This is an optimization exercise on Yosys and OpenROAD, whose aim is small area, a short achievable clock period and few clock cycles, not a production implementation.

==> run M <==
==> flow/design.v <==
package dzr_pkg;
   typedef logic [2:0] phase_type;
   localparam phase_type PH_WIDTH  = 3'd0;   
   localparam phase_type PH_HEIGHT = 3'd1;   
   localparam phase_type PH_MUL    = 3'd2;   
   localparam phase_type PH_EMPTY  = 3'd3;   
   localparam phase_type PH_FULL   = 3'd4;   
   localparam phase_type PH_LIT    = 3'd5;   
endpackage
module dzr_parser (
   input  logic        clock,
   input  logic        reset,
   input  logic        req_valid,
   output logic        req_ready,
   input  logic [7:0]  req_data_byte,
   output logic        rsp_valid,
   input  logic        rsp_ready,
   output logic [15:0] rsp_depth_value,
   output logic [31:0] rsp_repeat_count,
   output logic        rsp_frame_last,
   output logic        rsp_overrun_error
);
   logic [7:0]  in_byte;
   logic        in_vld, in_vld_n;
   logic        rdy, rdy_n;
   dzr_pkg::phase_type   ph, ph_n;
   logic [1:0]  idx, idx_n;
   logic [31:0] cnt, cnt_n;
   logic [31:0] rem, rem_n;
   logic [31:0] cnt_out, cnt_out_n;
   logic        sat, sat_n;
   logic        wovf, wovf_n;
   logic [7:0]  lo, lo_n;
   logic [15:0] dep, dep_n;
   logic        last_ff, last_n;
   logic        ovf_ff, ovf_n;
   logic        vld_ff, vld_n;
   logic        last_byte, writes_out, consume;
   logic        last_byte_n, writes_out_n;
   logic [31:0] field;
   logic [31:0] x;
   logic        cin;
   logic [31:0] sum;
   logic        cout;
   logic        clip;
   logic        newsat;
   logic        in_frame;
   assign field = {in_byte, cnt[31:8]};
   assign last_byte  = (ph == dzr_pkg::PH_LIT) ? idx[0] : (idx == 2'd3);
   assign writes_out = (ph == dzr_pkg::PH_HEIGHT) ||
                       ((ph == dzr_pkg::PH_EMPTY || ph == dzr_pkg::PH_LIT) && last_byte);
   assign consume    = in_vld && (ph != dzr_pkg::PH_MUL) && !(writes_out && vld_ff);
   always_comb begin
      case (ph)
         dzr_pkg::PH_MUL:   begin x = cnt_out[0] ? cnt : 32'h0; cin = 1'b0; end
         dzr_pkg::PH_EMPTY: begin x = ~field;                   cin = 1'b1; end
         default:  begin x = 32'hFFFF_FFFF;            cin = 1'b0; end
      endcase
      {cout, sum} = {1'b0, rem} + {1'b0, x} + {32'h0, cin};
   end
   assign clip     = !cout;
   assign in_frame = (rem != 32'h0);
   assign newsat   = sat || (cnt_out[0] && (cout || wovf));
   always_comb begin
      ph_n      = ph;
      idx_n     = idx;
      cnt_n     = cnt;
      rem_n     = rem;
      cnt_out_n = cnt_out;
      sat_n     = sat;
      wovf_n    = wovf;
      lo_n      = lo;
      dep_n     = dep;
      last_n    = last_ff;
      ovf_n     = ovf_ff;
      vld_n     = vld_ff && !rsp_ready;
      if (ph == dzr_pkg::PH_MUL) begin
         rem_n     = newsat ? 32'hFFFF_FFFF : sum;
         sat_n     = newsat;
         wovf_n    = wovf || cnt[31];
         cnt_n     = {cnt[30:0], 1'b0};
         cnt_out_n = {1'b0, cnt_out[31:1]};
         if (cnt_out[31:1] == 31'h0) begin
            ph_n = (rem == 32'h0 && !sat &&
                    !(cnt_out[0] && (cnt != 32'h0 || wovf))) ? dzr_pkg::PH_WIDTH : dzr_pkg::PH_EMPTY;
         end
      end else if (consume) begin
         idx_n = last_byte ? 2'd0 : idx + 2'd1;
         case (ph)
            dzr_pkg::PH_WIDTH: begin
               cnt_n = field;
               if (last_byte) ph_n = dzr_pkg::PH_HEIGHT;
            end
            dzr_pkg::PH_HEIGHT: begin
               cnt_out_n = {in_byte, cnt_out[31:8]};
               rem_n     = 32'h0;
               sat_n     = 1'b0;
               wovf_n    = 1'b0;
               if (last_byte) ph_n = dzr_pkg::PH_MUL;
            end
            dzr_pkg::PH_EMPTY: begin
               cnt_n = field;
               if (last_byte) begin
                  ph_n  = dzr_pkg::PH_FULL;
                  rem_n = clip ? 32'h0 : sum;
                  if (field != 32'h0) begin
                     vld_n     = 1'b1;
                     cnt_out_n = clip ? rem : field;
                     dep_n     = 16'h0;
                     last_n    = clip || (sum == 32'h0);
                     ovf_n     = clip;
                  end
               end
            end
            dzr_pkg::PH_FULL: begin
               cnt_n = field;
               if (last_byte) begin
                  if (field != 32'h0) ph_n = dzr_pkg::PH_LIT;
                  else ph_n = (rem == 32'h0) ? dzr_pkg::PH_WIDTH : dzr_pkg::PH_EMPTY;
               end
            end
            default: begin
               if (!idx[0]) begin
                  lo_n = in_byte;
               end else begin
                  vld_n     = 1'b1;
                  dep_n     = {in_byte, lo};
                  cnt_out_n = 32'd1;
                  last_n    = (rem == 32'd1);
                  ovf_n     = !in_frame;
                  rem_n     = in_frame ? sum : rem;
                  cnt_n     = cnt - 32'd1;
                  if (cnt == 32'd1) begin
                     ph_n = (rem == 32'd0 || rem == 32'd1) ? dzr_pkg::PH_WIDTH : dzr_pkg::PH_EMPTY;
                  end
               end
            end
         endcase
      end
      in_vld_n     = (in_vld && !consume) || (req_valid && rdy);
      last_byte_n  = (ph_n == dzr_pkg::PH_LIT) ? idx_n[0] : (idx_n == 2'd3);
      writes_out_n = (ph_n == dzr_pkg::PH_HEIGHT) ||
                     ((ph_n == dzr_pkg::PH_EMPTY || ph_n == dzr_pkg::PH_LIT) && last_byte_n);
      rdy_n        = !in_vld_n || (ph_n != dzr_pkg::PH_MUL && !(writes_out_n && vld_n));
   end
   always_ff @(posedge clock) begin
      if (reset) begin
         ph     <= dzr_pkg::PH_WIDTH;
         idx    <= 2'd0;
         in_vld <= 1'b0;
         vld_ff <= 1'b0;
         rdy    <= 1'b1;
      end else begin
         ph     <= ph_n;
         idx    <= idx_n;
         in_vld <= in_vld_n;
         vld_ff <= vld_n;
         rdy    <= rdy_n;
      end
   end
   always_ff @(posedge clock) begin
      if (rdy) in_byte <= req_data_byte;
      cnt     <= cnt_n;
      rem     <= rem_n;
      cnt_out <= cnt_out_n;
      sat     <= sat_n;
      wovf    <= wovf_n;
      lo      <= lo_n;
      dep     <= dep_n;
      last_ff <= last_n;
      ovf_ff  <= ovf_n;
   end
   assign req_ready         = rdy;
   assign rsp_valid         = vld_ff;
   assign rsp_depth_value   = dep;
   assign rsp_repeat_count  = cnt_out;
   assign rsp_frame_last    = last_ff;
   assign rsp_overrun_error = ovf_ff;
endmodule
module depth_zero_run_decoder (
   input  logic               clock,
   input  logic               reset,
   input  logic               req_valid,
   output logic               req_ready,
   input  logic [7:0]         req_data_byte,
   output logic               rsp_valid,
   input  logic               rsp_ready,
   output logic signed [15:0] rsp_depth_value,
   output logic [31:0]        rsp_repeat_count,
   output logic               rsp_frame_last,
   output logic               rsp_overrun_error
);
   dzr_parser u_parser (
      .clock             (clock),
      .reset             (reset),
      .req_valid         (req_valid),
      .req_ready         (req_ready),
      .req_data_byte     (req_data_byte),
      .rsp_valid         (rsp_valid),
      .rsp_ready         (rsp_ready),
      .rsp_depth_value   (rsp_depth_value),
      .rsp_repeat_count  (rsp_repeat_count),
      .rsp_frame_last    (rsp_frame_last),
      .rsp_overrun_error (rsp_overrun_error)
   );
endmodule
==> flow/flow/run.sh <==
#!/bin/bash
# Standard ORFS layout, with repair_timing aiming for extra setup slack so
# that the achieved period shrinks. Constraints and clock are unchanged.
set -euo pipefail
bash standard.sh SETUP_SLACK_MARGIN=7.5 finish > orfs_flow.log 2>&1
==> flow/standard.sh <==
#!/bin/bash
# synth_recipe.tcl (not shown) runs the flow's synth.tcl, then flattens the netlist and writes it again
# the make line also repeats each setting of config.mk as NAME=value (left out here)
make -C /OpenROAD-flow-scripts/flow DESIGN_CONFIG=/design/flow/config.mk WORK_HOME=/design/flow/orfs CLKGATE_MAP_FILE= SYNTH_SCRIPT=/design/flow/synth_recipe.tcl "${@:-finish}"
==> flow/config.mk <==
export PLATFORM = sky130hd
export DESIGN_NAME = depth_zero_run_decoder
export DESIGN_NICKNAME = depth_zero_run_decoder
export VERILOG_FILES = /design/flow/design.v
export SDC_FILE = /design/flow/constraint.sdc
export NUM_CORES = 4
export LEC_CHECK = 0
export CAP_MARGIN = 20
export CORE_MARGIN = 2
export CORE_UTILIZATION = 40
export SLEW_MARGIN = 20
==> flow/constraint.sdc <==
create_clock -name core_clock -period 11.0 [get_ports {clock}]
set_input_delay 2.2000 -clock core_clock [delete_from_list [all_inputs] [get_ports {clock}]]
set_output_delay 2.2000 -clock core_clock [all_outputs]
set_load 0.01 [all_outputs]
==> run B (differences from run M) <==
==> flow/design.v, changed modules only <==
module dzr_parser (
   input  logic        clock,
   input  logic        reset,
   input  logic        req_valid,
   output logic        req_ready,
   input  logic [7:0]  req_data_byte,
   output logic        rsp_valid,
   input  logic        rsp_ready,
   output logic [15:0] rsp_depth_value,
   output logic [31:0] rsp_repeat_count,
   output logic        rsp_frame_last,
   output logic        rsp_overrun_error
);
   logic        rdy, rdy_n;
   dzr_pkg::phase_type ph, ph_n;
   logic [1:0]  idx, idx_n;
   logic        ecalc, ecalc_n;
   logic [31:0] cnt, cnt_n;
   logic [31:0] rem, rem_n;
   logic [31:0] cnt_out, cnt_out_n;
   logic        wovf, wovf_n;
   logic [7:0]  lo, lo_n;
   logic [15:0] dep, dep_n;
   logic        last_ff, last_n;
   logic        ovf_ff, ovf_n;
   logic        vld_ff, vld_n;
   logic        take;
   logic        last_byte, last_byte_n, writes_out_n;
   logic        mul_step;
   logic [31:0] field;
   logic [31:0] x;
   logic        cin;
   logic [31:0] sum;
   logic        cout;
   logic        clip;
   logic        newsat;
   logic        in_frame;
   assign take      = req_valid && rdy;
   assign field     = {req_data_byte, cnt[31:8]};
   assign last_byte = (ph == dzr_pkg::PH_LIT) ? idx[0] : (idx == 2'd3);
   assign mul_step  = (ph == dzr_pkg::PH_MUL) && (cnt_out != 32'h0);
   always_comb begin
      if (ph == dzr_pkg::PH_MUL) x = cnt_out[0] ? cnt : 32'h0;
      else if (ecalc) x = ~cnt;
      else x = 32'hFFFF_FFFF;
      cin = ecalc;
      {cout, sum} = {1'b0, rem} + {1'b0, x} + {32'h0, cin};
   end
   assign clip     = !cout;
   assign in_frame = (rem != 32'h0);
   assign newsat   = cnt_out[0] && (cout || wovf);
   always_comb begin
      ph_n      = ph;
      idx_n     = idx;
      ecalc_n   = ecalc;
      cnt_n     = cnt;
      rem_n     = rem;
      cnt_out_n = cnt_out;
      wovf_n    = wovf;
      lo_n      = lo;
      dep_n     = dep;
      last_n    = last_ff;
      ovf_n     = ovf_ff;
      vld_n     = vld_ff && !rsp_ready;
      if (ecalc && !vld_ff) begin
         ecalc_n = 1'b0;
         rem_n   = clip ? 32'h0 : sum;
         if (cnt != 32'h0) begin
            vld_n     = 1'b1;
            cnt_out_n = clip ? rem : cnt;
            dep_n     = 16'h0;
            last_n    = clip || (sum == 32'h0);
            ovf_n     = clip;
         end
      end
      if (mul_step) begin
         rem_n     = newsat ? 32'hFFFF_FFFF : sum;
         wovf_n    = wovf || cnt[31];
         cnt_n     = {cnt[30:0], 1'b0};
         cnt_out_n = {1'b0, cnt_out[31:1]};
      end else if (ph == dzr_pkg::PH_MUL) begin
         ph_n = (rem == 32'h0) ? dzr_pkg::PH_WIDTH : dzr_pkg::PH_EMPTY;
         if (take) begin
            cnt_n = field;
            idx_n = 2'd1;
         end
      end else if (take) begin
         idx_n = last_byte ? 2'd0 : idx + 2'd1;
         case (ph)
            dzr_pkg::PH_WIDTH: begin
               cnt_n = field;
               if (last_byte) ph_n = dzr_pkg::PH_HEIGHT;
            end
            dzr_pkg::PH_HEIGHT: begin
               cnt_out_n = {req_data_byte, cnt_out[31:8]};
               rem_n     = 32'h0;
               wovf_n    = 1'b0;
               if (last_byte) ph_n = dzr_pkg::PH_MUL;
            end
            dzr_pkg::PH_EMPTY: begin
               cnt_n = field;
               if (last_byte) begin
                  ph_n    = dzr_pkg::PH_FULL;
                  ecalc_n = 1'b1;
               end
            end
            dzr_pkg::PH_FULL: begin
               cnt_n = field;
               if (last_byte) begin
                  if (field != 32'h0) ph_n = dzr_pkg::PH_LIT;
                  else ph_n = (rem == 32'h0) ? dzr_pkg::PH_WIDTH : dzr_pkg::PH_EMPTY;
               end
            end
            default: begin
               if (!idx[0]) begin
                  lo_n = req_data_byte;
               end else begin
                  vld_n     = 1'b1;
                  dep_n     = {req_data_byte, lo};
                  cnt_out_n = 32'd1;
                  last_n    = (rem == 32'd1);
                  ovf_n     = !in_frame;
                  rem_n     = in_frame ? sum : rem;
                  cnt_n     = cnt - 32'd1;
                  if (cnt == 32'd1) begin
                     ph_n = (rem == 32'd0 || rem == 32'd1) ?
                            dzr_pkg::PH_WIDTH : dzr_pkg::PH_EMPTY;
                  end
               end
            end
         endcase
      end
      last_byte_n  = (ph_n == dzr_pkg::PH_LIT) ? idx_n[0] : (idx_n == 2'd3);
      writes_out_n = (ph_n == dzr_pkg::PH_HEIGHT) || ecalc_n ||
                     (ph_n == dzr_pkg::PH_LIT && last_byte_n);
      rdy_n        = !(mul_step ? (cnt_out[31:1] != 31'h0) : (ph_n == dzr_pkg::PH_MUL)) &&
                     !(writes_out_n && vld_n);
   end
   always_ff @(posedge clock) begin
      if (reset) begin
         ph     <= dzr_pkg::PH_WIDTH;
         idx    <= 2'd0;
         ecalc  <= 1'b0;
         vld_ff <= 1'b0;
         rdy    <= 1'b1;
      end else begin
         ph     <= ph_n;
         idx    <= idx_n;
         ecalc  <= ecalc_n;
         vld_ff <= vld_n;
         rdy    <= rdy_n;
      end
   end
   always_ff @(posedge clock) begin
      cnt     <= cnt_n;
      rem     <= rem_n;
      cnt_out <= cnt_out_n;
      wovf    <= wovf_n;
      lo      <= lo_n;
      dep     <= dep_n;
      last_ff <= last_n;
      ovf_ff  <= ovf_n;
   end
   assign req_ready         = rdy;
   assign rsp_valid         = vld_ff;
   assign rsp_depth_value   = dep;
   assign rsp_repeat_count  = cnt_out;
   assign rsp_frame_last    = last_ff;
   assign rsp_overrun_error = ovf_ff;
endmodule
==> flow/run.sh (new file) <==
#!/bin/bash
# synth_recipe.tcl (not shown) runs the flow's synth.tcl, then flattens the netlist and writes it again
# the make line also repeats each setting of config.mk as NAME=value (left out here)
make -C /OpenROAD-flow-scripts/flow DESIGN_CONFIG=/design/flow/config.mk WORK_HOME=/design/flow/orfs CLKGATE_MAP_FILE= SYNTH_SCRIPT=/design/flow/synth_recipe.tcl finish
removed: flow/flow/run.sh
removed: flow/standard.sh
==> run G (differences from run M) <==
==> flow/design.v, changed modules only <==
module dzr_parser (
   input  logic        clock,
   input  logic        reset,
   input  logic        req_valid,
   output logic        req_ready,
   input  logic [7:0]  req_data_byte,
   output logic        rsp_valid,
   input  logic        rsp_ready,
   output logic [15:0] rsp_depth_value,
   output logic [31:0] rsp_repeat_count,
   output logic        rsp_frame_last,
   output logic        rsp_overrun_error
);
   logic        rdy, rdy_n;
   dzr_pkg::phase_type ph, ph_n;
   logic [1:0]  idx, idx_n;
   logic        ecalc, ecalc_n;
   logic [31:0] cnt, cnt_n;
   logic [31:0] rem, rem_n;
   logic [31:0] cnt_out, cnt_out_n;
   logic        wovf, wovf_n;
   logic [7:0]  lo, lo_n;
   logic [15:0] dep, dep_n;
   logic        last_ff, last_n;
   logic        ovf_ff, ovf_n;
   logic        vld_ff, vld_n;
   logic        take;
   logic        last_byte, last_byte_n, writes_out_n;
   logic        mul_step;
   logic [31:0] field;
   logic [31:0] x;
   logic        cin;
   logic [31:0] sum;
   logic        cout;
   logic        clip;
   logic        newsat;
   logic        in_frame;
   assign take      = req_valid && rdy;
   assign field     = {req_data_byte, cnt[31:8]};
   assign last_byte = (ph == dzr_pkg::PH_LIT) ? idx[0] : (idx == 2'd3);
   assign mul_step  = (ph == dzr_pkg::PH_MUL) && (cnt_out != 32'h0);
   always_comb begin
      if (ph == dzr_pkg::PH_MUL) x = cnt_out[0] ? cnt : 32'h0;
      else if (ecalc) x = ~cnt;
      else x = 32'hFFFF_FFFF;
      cin = ecalc;
      {cout, sum} = {1'b0, rem} + {1'b0, x} + {32'h0, cin};
   end
   assign clip     = !cout;
   assign in_frame = (rem != 32'h0);
   assign newsat   = cnt_out[0] && (cout || wovf);
   always_comb begin
      ph_n      = ph;
      idx_n     = idx;
      ecalc_n   = ecalc;
      cnt_n     = cnt;
      rem_n     = rem;
      cnt_out_n = cnt_out;
      wovf_n    = wovf;
      lo_n      = lo;
      dep_n     = dep;
      last_n    = last_ff;
      ovf_n     = ovf_ff;
      vld_n     = vld_ff && !rsp_ready;
      if (ecalc && !vld_ff) begin
         ecalc_n = 1'b0;
         rem_n   = clip ? 32'h0 : sum;
         if (cnt != 32'h0) begin
            vld_n     = 1'b1;
            cnt_out_n = clip ? rem : cnt;
            dep_n     = 16'h0;
            last_n    = clip || (sum == 32'h0);
            ovf_n     = clip;
         end
      end
      if (mul_step) begin
         rem_n     = newsat ? 32'hFFFF_FFFF : sum;
         wovf_n    = wovf || cnt[31];
         cnt_n     = {cnt[30:0], 1'b0};
         cnt_out_n = {1'b0, cnt_out[31:1]};
      end else if (ph == dzr_pkg::PH_MUL) begin
         ph_n = (rem == 32'h0) ? dzr_pkg::PH_WIDTH : dzr_pkg::PH_EMPTY;
         if (take) begin
            cnt_n = field;
            idx_n = 2'd1;
         end
      end else if (take) begin
         idx_n = last_byte ? 2'd0 : idx + 2'd1;
         case (ph)
            dzr_pkg::PH_WIDTH: begin
               cnt_n = field;
               if (last_byte) ph_n = dzr_pkg::PH_HEIGHT;
            end
            dzr_pkg::PH_HEIGHT: begin
               cnt_out_n = {req_data_byte, cnt_out[31:8]};
               rem_n     = 32'h0;
               wovf_n    = 1'b0;
               if (last_byte) ph_n = dzr_pkg::PH_MUL;
            end
            dzr_pkg::PH_EMPTY: begin
               cnt_n = field;
               if (last_byte) begin
                  ph_n    = dzr_pkg::PH_FULL;
                  ecalc_n = 1'b1;
               end
            end
            dzr_pkg::PH_FULL: begin
               cnt_n = field;
               if (last_byte) begin
                  if (field != 32'h0) ph_n = dzr_pkg::PH_LIT;
                  else ph_n = (rem == 32'h0) ? dzr_pkg::PH_WIDTH : dzr_pkg::PH_EMPTY;
               end
            end
            default: begin
               if (!idx[0]) begin
                  lo_n = req_data_byte;
               end else begin
                  vld_n     = 1'b1;
                  dep_n     = {req_data_byte, lo};
                  cnt_out_n = 32'd1;
                  last_n    = (rem == 32'd1);
                  ovf_n     = !in_frame;
                  rem_n     = in_frame ? sum : rem;
                  cnt_n     = cnt - 32'd1;
                  if (cnt == 32'd1) begin
                     ph_n = (rem == 32'd0 || rem == 32'd1) ?
                            dzr_pkg::PH_WIDTH : dzr_pkg::PH_EMPTY;
                  end
               end
            end
         endcase
      end
      last_byte_n  = (ph_n == dzr_pkg::PH_LIT) ? idx_n[0] : (idx_n == 2'd3);
      writes_out_n = (ph_n == dzr_pkg::PH_HEIGHT) || ecalc_n ||
                     (ph_n == dzr_pkg::PH_LIT && last_byte_n);
      rdy_n        = !(mul_step ? (cnt_out[31:1] != 31'h0) : (ph_n == dzr_pkg::PH_MUL)) &&
                     !(writes_out_n && vld_n);
   end
   always_ff @(posedge clock) begin
      if (reset) begin
         ph     <= dzr_pkg::PH_WIDTH;
         idx    <= 2'd0;
         ecalc  <= 1'b0;
         vld_ff <= 1'b0;
         rdy    <= 1'b1;
      end else begin
         ph     <= ph_n;
         idx    <= idx_n;
         ecalc  <= ecalc_n;
         vld_ff <= vld_n;
         rdy    <= rdy_n;
      end
   end
   always_ff @(posedge clock) begin
      cnt     <= cnt_n;
      rem     <= rem_n;
      cnt_out <= cnt_out_n;
      wovf    <= wovf_n;
      lo      <= lo_n;
      dep     <= dep_n;
      last_ff <= last_n;
      ovf_ff  <= ovf_n;
   end
   assign req_ready         = rdy;
   assign rsp_valid         = vld_ff;
   assign rsp_depth_value   = dep;
   assign rsp_repeat_count  = cnt_out;
   assign rsp_frame_last    = last_ff;
   assign rsp_overrun_error = ovf_ff;
endmodule
==> reports/metrics.yaml <==
path_clk_slew_ns: 0.06
outcome: "no timing/DRC/antenna violations"
grt_util_all_layers_pct: 28.84
die_h_um: 159.8
That was run M.
==> reports/metrics.yaml <==
outcome: "no timing/DRC/antenna violations"
path_clk_slew_ns: 0.06
grt_util_all_layers_pct: 25.79
die_h_um: 160.3
That was run B.
==> reports/metrics.yaml <==
die_h_um: 160.3
outcome: "no timing/DRC/antenna violations"
grt_util_all_layers_pct: 28.74
crit_chain: "nand2b_4 > nand2b_4 > buf_12 > and2_4 > bufbuf_16 > a21oi_1 > ha_1 > a21oi_2 > o21ai_0 > o31ai_1 > a31oi_2 > a21boi_1 > o21ai_0 > a21oi_1 > xnor2_1 > a221o_1"
That was run G.
No functional check of the RTL was part of any run of this note.

what the ideal ports hide:
Ports are ideal in the flow. The routed layouts listed here were re-timed in OpenROAD.
Step 1, drivers: a clkbuf_16 drives clock and a buf_2 each remaining input, both assumed.
Step 2 adds t to the input delays and takes it off the output delays; t is the mean of the earliest and latest rising clock arrival at the registers after step 1. Input paths then give back, and output paths get back, about the clock's delay inside the block.
a / b / c = ideal ports / drivers / drivers and shift; a / b = the first two.
run	t, ns	setup slack, ns	worst hold slack (ns)
run M	0.475	7.051 / 7.051 / 7.051	0.486 / 0.486 / 0.486
run B	0.480	5.038 / 5.038 / 5.038	0.443 / 0.443 / 0.443
run G	0.480	6.957 / 6.957 / 6.708	0.444 / 0.444 / 0.444
After both steps setup and hold are still met in every run listed. For run G, which loses most, drivers alone change the setup slack by 0.000 ns; drivers and shift together by -0.249 ns.
